Context: an optimization exercise on an open-source flow, tuned for small area, a short achievable clock period and few clock cycles per item. The choices shown serve that exercise and are no tape-out recipe. The RTL was checked by simulation tests, not by an equivalence proof against the original design. Power is estimated from default activity; no workload was simulated.

==> garnet: inputs <==
Design array_doubly_linked_list_top, start of the top module:
module array_doubly_linked_list_top (
    input  logic                       i_clk,
    input  logic                       i_rst_n,
    input  logic                       i_req_valid,
    output logic                       o_req_ready,
    input  logic        [REQ_W-1:0]    i_req_type,
    input  logic        [RANK_W-1:0]   i_node_rank,
    input  logic signed [VALUE_W-1:0]  i_item_value,
    output logic                       o_res_valid,
    input  logic                       i_res_ready,
    output logic signed [VALUE_W-1:0]  o_read_value,
    output logic        [STATUS_W-1:0] o_status,
    output logic                       o_last
);
make LEC_CHECK=0 CAP_MARGIN=20 CORE_MARGIN=2 CORE_UTILIZATION=40 SLEW_MARGIN=20 finish   # period 7.0 ns
run.sh (not shown) runs the stock make flow with config.mk's settings and CLKGATE_MAP_FILE= SYNTH_SCRIPT=/design/flow/synth_recipe.tcl, a recipe that flattens the netlist after the stock synthesis.
==> yarrow: changes against garnet <==
--- a/flow/design.v
+++ b/flow/design.v
@@ -60,11 +60,10 @@
     localparam int VW = VALUE_W;
     localparam logic [RW-1:0] RANK_FULL = RW'(N + 1);
     logic                r_ready;
     logic                r_rq_v;             
     logic                r_rq_new;           
-    logic [REQ_W-1:0]    r_rq_type;
     logic [RW-1:0]       r_rq_rank;
     logic [VW-1:0]       r_rq_val;           
     logic [N-1:0][RW-1:0] r_pos;
     logic [RW-1:0]        r_len;
     logic [RW-1:0]        r_next;            
@@ -77,30 +76,42 @@
     logic                r_o_last;
     logic                r_s_v;
     logic [VW-1:0]       r_s_val;
     logic [STATUS_W-1:0] r_s_st;
     logic                r_s_last;
+    logic [6:0] r_dec;
+    logic [6:0] dec_in, dec_n;
+    assign dec_in = {i_req_type[2:1] == 2'b11, i_req_type == REQ_READ_OUT,
+                     i_req_type == REQ_INS_RIGHT, i_req_type == REQ_INS_LEFT,
+                     i_req_type == REQ_DELETE, i_req_type == REQ_PUSH_BACK,
+                     i_req_type == REQ_PUSH_FRONT};
+    assign dec_n  = r_ready ? dec_in : r_dec;
     logic is_pf, is_pb, is_del, is_insl, is_insr, is_rd, is_ins, is_none;
-    assign is_pf   = (r_rq_type == REQ_PUSH_FRONT);
-    assign is_pb   = (r_rq_type == REQ_PUSH_BACK);
-    assign is_del  = (r_rq_type == REQ_DELETE);
-    assign is_insl = (r_rq_type == REQ_INS_LEFT);
-    assign is_insr = (r_rq_type == REQ_INS_RIGHT);
-    assign is_rd   = (r_rq_type == REQ_READ_OUT);
+    assign {is_none, is_rd, is_insr, is_insl, is_del, is_pb, is_pf} = r_dec;
     assign is_ins  = is_pf | is_pb | is_insl | is_insr;
-    assign is_none = (r_rq_type[2:1] == 2'b11);
+    logic r_full;                            
     logic full, len0, len1;
-    assign full = (r_next == RANK_FULL);
+    assign full = r_full;
     assign len0 = (r_len == '0);
     assign len1 = (r_len == RW'(1));
     logic go;
     assign go = r_rq_v && !r_ro_act && !r_s_v;
+    function automatic logic gt_const(input logic [RW-1:0] v, input int c);
+        logic r;
+        r = 1'b0;
+        for (int b = 0; b < RW; b++) begin
+            if (((c >> b) & 1) == 1) r = v[b] & r;
+            else                     r = v[b] | r;
+        end
+        gt_const = r;
+    endfunction
     logic [N:0]   lt;                        
     logic [N-1:0] m;                         
-    always_comb begin
-        for (int i = 0; i <= N; i++) lt[i] = (RW'(i) < r_len);
-        for (int i = 0; i < N; i++)  m[i]  = lt[i] && (r_pos[i] == r_rq_rank);
+    logic [N-1:0] r_match;
+    always_comb begin
+        for (int i = 0; i <= N; i++) lt[i] = gt_const(r_len, i);
+        m = r_match;
     end
     logic [N-1:0] pre [0:6];
     always_comb begin
         pre[0] = m;
         for (int l = 0; l < 6; l++) begin
@@ -114,27 +125,38 @@
     end
     logic [N-1:0] ge;
     logic         found;
     assign ge    = pre[6];
     assign found = ge[N-1];
+    logic r_ins_en, r_del_en, r_ro_step;
     logic ins_en, del_en, ro_first, ro_cont, ro_step, alloc, ro_last;
-    assign ins_en   = go && is_ins && !full;
-    assign del_en   = go && is_del;
+    assign ins_en   = r_ins_en;              
+    assign del_en   = r_del_en;              
     assign ro_first = go && is_rd && !len0;
     assign ro_cont  = r_ro_act && !r_s_v;
-    assign ro_step  = ro_first || ro_cont;
+    assign ro_step  = r_ro_step;             
     assign alloc    = ins_en && (is_pf || is_pb || found);
     assign ro_last  = r_ro_act ? (r_ro_rem == RW'(1)) : len1;
     logic [N-1:0] g;
     always_comb begin
         for (int i = 0; i < N; i++)
             g[i] = is_pf || (is_pb && !lt[i]) || (is_insl && ge[i]) ||
                    (is_insr && (i > 0 ? ge[(i > 0 ? i - 1 : 0)] : 1'b0));
     end
     logic [RW-1:0] bus;
     assign bus = ro_step ? r_pos[0] : r_next;
+    logic [RW-1:0] nxt_rank;
+    logic [N-1:0]  src_m;
+    logic          src_new;
+    assign nxt_rank = r_ready ? i_node_rank : r_rq_rank;
+    always_comb begin
+        for (int i = 0; i < N; i++) src_m[i] = r_ready ? (lt[i] && r_pos[i] == i_node_rank) : r_match[i];
+        src_new = ro_step ? src_m[0] : (nxt_rank == r_next);
+    end
     logic [N-1:0][RW-1:0] pos_n;
+    logic [N-1:0]         pos_we;
+    logic [N-1:0]         match_n;
     always_comb begin
         for (int i = 0; i < N; i++) begin
             logic ld, sr, sl;
             logic [RW-1:0] below, above;
             below = (i > 0)     ? r_pos[(i > 0 ? i - 1 : 0)] : '0;
@@ -144,29 +166,51 @@
                              (is_insl && m[i]) ||
                              (is_insr && i > 0 && m[(i > 0 ? i - 1 : 0)]))) ||
                  (ro_step && lt[i] && !lt[i+1]);
             sr = ins_en && i > 0 && g[(i > 0 ? i - 1 : 0)];
             sl = (del_en && ge[i]) || (ro_step && lt[i+1]);
-            if (ld)      pos_n[i] = bus;
-            else if (sr) pos_n[i] = below;
-            else if (sl) pos_n[i] = above;
-            else         pos_n[i] = r_pos[i];
-        end
-    end
-    always_ff @(posedge i_clk) begin
-        r_pos <= pos_n;
+            pos_we[i]  = ld | sr | sl;
+            pos_n[i]   = ({RW{ld}} & bus) | ({RW{sr}} & below) | ({RW{sl}} & above);
+            match_n[i] = (ld & src_new) |
+                         (sr & ((i > 0)     ? src_m[(i > 0 ? i - 1 : 0)]     : 1'b0)) |
+                         (sl & ((i < N - 1) ? src_m[(i < N - 1 ? i + 1 : 0)] : 1'b0)) |
+                         (!(ld | sr | sl) & src_m[i]);
+        end
+    end
+    always_ff @(posedge i_clk) begin
+        for (int i = 0; i < N; i++) begin
+            if (pos_we[i]) r_pos[i] <= pos_n[i];
+        end
+        r_match <= match_n;
     end
     always_ff @(posedge i_clk) begin
         for (int k = 1; k <= N; k++) begin
             if (r_rq_new && r_next == RW'(k)) r_val[k] <= r_rq_val;
         end
     end
+    logic [N:1] r_front;
+    logic [N:1] front_n;
+    logic       ld0, sl0;
+    assign ld0 = (ins_en && (is_pf || (is_pb && !lt[0]) || (is_insl && m[0]))) ||
+                 (ro_step && lt[0] && !lt[1]);
+    assign sl0 = (del_en && ge[0]) || (ro_step && lt[1]);
+    always_comb begin
+        for (int k = 1; k <= N; k++) begin
+            if (ld0 && !ro_step) front_n[k] = (r_next == RW'(k));
+            else if (ld0)        front_n[k] = r_front[k];
+            else if (sl0)        front_n[k] = (r_pos[1] == RW'(k));
+            else                 front_n[k] = r_front[k];
+        end
+    end
+    always_ff @(posedge i_clk) begin
+        r_front <= front_n;
+    end
     logic [VW-1:0] rd_val;
     always_comb begin
         rd_val = '0;
         for (int k = 1; k <= N; k++) begin
-            if (r_pos[0] == RW'(k)) rd_val = rd_val | r_val[k];
+            if (r_front[k]) rd_val = rd_val | r_val[k];
         end
     end
     logic                push;
     logic [VW-1:0]       p_val;
     logic [STATUS_W-1:0] p_st;
@@ -186,56 +230,82 @@
             end else if (full) begin
                 p_st = ST_FULL;
             end
         end
     end
+    logic [RW-1:0] len_inc, len_dec, next_inc;
+    assign len_inc  = r_len + RW'(1);
+    assign len_dec  = r_len - RW'(1);
+    assign next_inc = r_next + RW'(1);
     logic blocked, s_v_n, rq_v_n, ro_act_n;
     assign blocked  = r_o_v && !i_res_ready;
     assign s_v_n    = blocked && (r_s_v || push);
     assign rq_v_n   = (r_ready && i_req_valid) || (r_rq_v && !go);
     assign ro_act_n = ro_first ? !len1 : (ro_cont ? (r_ro_rem != RW'(1)) : r_ro_act);
+    logic go_n, full_n, len0_n;
+    assign go_n   = rq_v_n && !ro_act_n && !s_v_n;
+    assign full_n = alloc ? (r_next == RW'(N)) : r_full;
+    assign len0_n = alloc ? 1'b0 : ((del_en && found) ? len1 : len0);
     always_ff @(posedge i_clk) begin
         if (!i_rst_n) begin
             r_ready  <= 1'b1;
             r_rq_v   <= 1'b0;
             r_rq_new <= 1'b0;
             r_len    <= '0;
             r_next   <= RW'(1);
             r_ro_act <= 1'b0;
             r_o_v    <= 1'b0;
             r_s_v    <= 1'b0;
+            r_full   <= 1'b0;
+            r_ins_en <= 1'b0;
+            r_del_en <= 1'b0;
+            r_ro_step <= 1'b0;
         end else begin
+            r_full   <= full_n;
+            r_ins_en <= go_n && (dec_n[0] || dec_n[1] || dec_n[3] || dec_n[4]) && !full_n;
+            r_del_en <= go_n && dec_n[2];
+            r_ro_step <= (go_n && dec_n[5] && !len0_n) || (ro_act_n && !s_v_n);
             r_ready  <= !rq_v_n || (!s_v_n && !ro_act_n);
             r_rq_v   <= rq_v_n;
             r_rq_new <= r_ready && i_req_valid;
-            r_len    <= r_len + RW'(alloc) - RW'(del_en && found);
-            r_next   <= r_next + RW'(alloc);
+            if (alloc) begin
+                r_len  <= len_inc;
+                r_next <= next_inc;
+            end else if (del_en && found) begin
+                r_len  <= len_dec;
+            end
             r_ro_act <= ro_act_n;
             r_o_v    <= !blocked ? (r_s_v || push) : 1'b1;
             r_s_v    <= s_v_n;
         end
     end
     always_ff @(posedge i_clk) begin
         r_rq_val <= i_item_value;
         if (r_ready) begin
-            r_rq_type <= i_req_type;
+            r_dec     <= dec_in;
             r_rq_rank <= i_node_rank;
         end
         if (ro_first) begin
             r_ro_rem <= r_len - RW'(1);
         end else if (ro_cont) begin
             r_ro_rem <= r_ro_rem - RW'(1);
         end
-        if (!blocked) begin
-            r_o_val  <= r_s_v ? r_s_val  : p_val;
-            r_o_st   <= r_s_v ? r_s_st   : p_st;
-            r_o_last <= r_s_v ? r_s_last : p_last;
-        end
         if (blocked && push) begin
             r_s_val  <= p_val;
             r_s_st   <= p_st;
             r_s_last <= p_last;
+        end
+    end
+    always_ff @(posedge i_clk or negedge i_rst_n) begin
+        if (!i_rst_n) begin
+            r_o_val  <= '0;
+            r_o_st   <= ST_OK;
+            r_o_last <= 1'b0;
+        end else if (!blocked) begin
+            r_o_val  <= r_s_v ? r_s_val  : p_val;
+            r_o_st   <= r_s_v ? r_s_st   : p_st;
+            r_o_last <= r_s_v ? r_s_last : p_last;
         end
     end
     assign o_req_ready  = r_ready;
     assign o_res_valid  = r_o_v;
     assign o_read_value = r_o_val;
--- a/flow/config.mk
+++ b/flow/config.mk
@@ -3,9 +3,14 @@
 export DESIGN_NICKNAME = array_doubly_linked_list_top
 export VERILOG_FILES = /design/flow/design.v
 export SDC_FILE = /design/flow/constraint.sdc
 export NUM_CORES = 4
 export LEC_CHECK = 0
+export ABC_CLOCK_PERIOD_IN_PS = 2500
 export CAP_MARGIN = 20
 export CORE_MARGIN = 2
 export CORE_UTILIZATION = 40
+export CTS_CLUSTER_DIAMETER = 100
+export CTS_CLUSTER_SIZE = 27
+export SETUP_SLACK_MARGIN = 4.0
 export SLEW_MARGIN = 20
+export TNS_END_PERCENT = 100
==> ember: changes against garnet <==
--- a/flow/design.v
+++ b/flow/design.v
@@ -92,15 +92,25 @@
     assign full = (r_next == RANK_FULL);
     assign len0 = (r_len == '0);
     assign len1 = (r_len == RW'(1));
     logic go;
     assign go = r_rq_v && !r_ro_act && !r_s_v;
+    function automatic logic gt_const(input logic [RW-1:0] v, input int c);
+        logic r;
+        r = 1'b0;
+        for (int b = 0; b < RW; b++) begin
+            if (((c >> b) & 1) == 1) r = v[b] & r;
+            else                     r = v[b] | r;
+        end
+        gt_const = r;
+    endfunction
     logic [N:0]   lt;                        
     logic [N-1:0] m;                         
-    always_comb begin
-        for (int i = 0; i <= N; i++) lt[i] = (RW'(i) < r_len);
-        for (int i = 0; i < N; i++)  m[i]  = lt[i] && (r_pos[i] == r_rq_rank);
+    logic [N-1:0] r_match;
+    always_comb begin
+        for (int i = 0; i <= N; i++) lt[i] = gt_const(r_len, i);
+        m = r_match;
     end
     logic [N-1:0] pre [0:6];
     always_comb begin
         pre[0] = m;
         for (int l = 0; l < 6; l++) begin
@@ -130,11 +140,20 @@
             g[i] = is_pf || (is_pb && !lt[i]) || (is_insl && ge[i]) ||
                    (is_insr && (i > 0 ? ge[(i > 0 ? i - 1 : 0)] : 1'b0));
     end
     logic [RW-1:0] bus;
     assign bus = ro_step ? r_pos[0] : r_next;
+    logic [RW-1:0] nxt_rank;
+    logic [N-1:0]  src_m;
+    logic          src_new;
+    assign nxt_rank = r_ready ? i_node_rank : r_rq_rank;
+    always_comb begin
+        for (int i = 0; i < N; i++) src_m[i] = r_ready ? (lt[i] && r_pos[i] == i_node_rank) : r_match[i];
+        src_new = ro_step ? src_m[0] : (nxt_rank == r_next);
+    end
     logic [N-1:0][RW-1:0] pos_n;
+    logic [N-1:0]         match_n;
     always_comb begin
         for (int i = 0; i < N; i++) begin
             logic ld, sr, sl;
             logic [RW-1:0] below, above;
             below = (i > 0)     ? r_pos[(i > 0 ? i - 1 : 0)] : '0;
@@ -148,14 +167,19 @@
             sl = (del_en && ge[i]) || (ro_step && lt[i+1]);
             if (ld)      pos_n[i] = bus;
             else if (sr) pos_n[i] = below;
             else if (sl) pos_n[i] = above;
             else         pos_n[i] = r_pos[i];
-        end
-    end
-    always_ff @(posedge i_clk) begin
-        r_pos <= pos_n;
+            if (ld)      match_n[i] = src_new;
+            else if (sr) match_n[i] = (i > 0)     ? src_m[(i > 0 ? i - 1 : 0)]     : 1'b0;
+            else if (sl) match_n[i] = (i < N - 1) ? src_m[(i < N - 1 ? i + 1 : 0)] : 1'b0;
+            else         match_n[i] = src_m[i];
+        end
+    end
+    always_ff @(posedge i_clk) begin
+        r_pos   <= pos_n;
+        r_match <= match_n;
     end
     always_ff @(posedge i_clk) begin
         for (int k = 1; k <= N; k++) begin
             if (r_rq_new && r_next == RW'(k)) r_val[k] <= r_rq_val;
         end
@@ -186,10 +210,14 @@
             end else if (full) begin
                 p_st = ST_FULL;
             end
         end
     end
+    logic [RW-1:0] len_inc, len_dec, next_inc;
+    assign len_inc  = r_len + RW'(1);
+    assign len_dec  = r_len - RW'(1);
+    assign next_inc = r_next + RW'(1);
     logic blocked, s_v_n, rq_v_n, ro_act_n;
     assign blocked  = r_o_v && !i_res_ready;
     assign s_v_n    = blocked && (r_s_v || push);
     assign rq_v_n   = (r_ready && i_req_valid) || (r_rq_v && !go);
     assign ro_act_n = ro_first ? !len1 : (ro_cont ? (r_ro_rem != RW'(1)) : r_ro_act);
@@ -205,12 +233,16 @@
             r_s_v    <= 1'b0;
         end else begin
             r_ready  <= !rq_v_n || (!s_v_n && !ro_act_n);
             r_rq_v   <= rq_v_n;
             r_rq_new <= r_ready && i_req_valid;
-            r_len    <= r_len + RW'(alloc) - RW'(del_en && found);
-            r_next   <= r_next + RW'(alloc);
+            if (alloc) begin
+                r_len  <= len_inc;
+                r_next <= next_inc;
+            end else if (del_en && found) begin
+                r_len  <= len_dec;
+            end
             r_ro_act <= ro_act_n;
             r_o_v    <= !blocked ? (r_s_v || push) : 1'b1;
             r_s_v    <= s_v_n;
         end
     end
@@ -223,19 +255,25 @@
         if (ro_first) begin
             r_ro_rem <= r_len - RW'(1);
         end else if (ro_cont) begin
             r_ro_rem <= r_ro_rem - RW'(1);
         end
-        if (!blocked) begin
-            r_o_val  <= r_s_v ? r_s_val  : p_val;
-            r_o_st   <= r_s_v ? r_s_st   : p_st;
-            r_o_last <= r_s_v ? r_s_last : p_last;
-        end
         if (blocked && push) begin
             r_s_val  <= p_val;
             r_s_st   <= p_st;
             r_s_last <= p_last;
+        end
+    end
+    always_ff @(posedge i_clk or negedge i_rst_n) begin
+        if (!i_rst_n) begin
+            r_o_val  <= '0;
+            r_o_st   <= ST_OK;
+            r_o_last <= 1'b0;
+        end else if (!blocked) begin
+            r_o_val  <= r_s_v ? r_s_val  : p_val;
+            r_o_st   <= r_s_v ? r_s_st   : p_st;
+            r_o_last <= r_s_v ? r_s_last : p_last;
         end
     end
     assign o_req_ready  = r_ready;
     assign o_res_valid  = r_o_v;
     assign o_read_value = r_o_val;
==> flow/config.mk (replaced) <==
export PLATFORM = sky130hd
export DESIGN_NAME = array_doubly_linked_list_top
export DESIGN_NICKNAME = array_doubly_linked_list_top
export VERILOG_FILES = /design/flow/design.v
export SDC_FILE = /design/flow/constraint.sdc
export NUM_CORES = 4
export LEC_CHECK = 0
export ABC_CLOCK_PERIOD_IN_PS = 2500
export CAP_MARGIN = 20
export CORE_MARGIN = 2
export CORE_UTILIZATION = 45
export CTS_CLUSTER_DIAMETER = 100
export CTS_CLUSTER_SIZE = 27
export SLEW_MARGIN = 20
export TNS_END_PERCENT = 100
==> summary.md <==
| Metric | Value |
|---|---|
| Status | `timing/DRC/antenna clean` |
| Seq. cell area | `74300 sq um` |
| CLK BUF | `381` |
| Global Route Usage Sum | `31.8%` |
| Total number of vias | `75800` |
| Layout area overhead | `14.6%` |
| Met2 Use GR | `46.2%` |
| Number of antenna violations at the first check in global routing | `31` |
| Static Leakage | `39.0 nW` |
| Worst path buffer plus inverter count | `4` |
| R2r setup slk | `1.18 ns` |
| Seq/total area | `61.5%` |
-- figures above: garnet

==> summary.md <==
| Metric | Value |
|---|---|
| CLK BUF | `185` |
| Status | `timing/DRC/antenna clean` |
| Seq/total area | `61.6%` |
| Static Leakage | `39.0 nW` |
| Seq. cell area | `75400 sq um` |
| Worst path buffer plus inverter count | `1` |
| R2r setup slk | `2.15 ns` |
| Number of antenna violations at the first check in global routing | `13` |
| Layout area overhead | `7.42%` |
-- figures above: ember

==> summary.md <==
| Metric | Value |
|---|---|
| Status | `timing/DRC/antenna clean` |
| Seq/total area | `63.0%` |
| Met2 Use GR | `48.7%` |
| Total number of vias | `80700` |
| Layout area overhead | `12.9%` |
| Static Leakage | `38.5 nW` |
| CLK BUF | `185` |
| Worst path buffer plus inverter count | `4` |
| Number of antenna violations at the first check in global routing | `27` |
-- figures above: yarrow

Testbench counts of garnet, summed over its fixed seeds: cycles 9,566, items 3,840.
Testbench counts of yarrow, summed over its fixed seeds: cycles 9,566, items 3,840.
Testbench counts of ember, summed over its fixed seeds: cycles 9,566, items 3,840.

==> port drivers added, routing unchanged <==
In the flow no input, the clock included, has a driving cell. The finished layouts below were timed again as built, in two steps.
Step 1, drivers: a clkbuf_16 drives i_clk and a buf_2 each remaining input, both assumed.
Step 2 times the ports against the registers' clock, not the clock port: input delays grow and output delays shrink by t, the midpoint of the rising clock arrivals with the driver on.
Slacks: ideal / step 1 / step 2; pairs: ideal / step 1.
run | shift t [ns] | setup slack, ns | clock arrival spread, ns | cell pins on the clock port's net
garnet | 1.007 | 1.178 / 1.178 / 1.178 | 0.120 / 0.119 | 1
yarrow | 0.947 | 3.836 / 3.836 / 3.142 | 0.143 / 0.143 | 1
ember | 0.924 | 2.146 / 2.146 / 2.146 | 0.106 / 0.106 | 1
After both steps every run listed still meets setup and hold. For yarrow, which loses most, drivers alone change the setup slack by 0.000 ns; drivers and shift together by -0.694 ns.
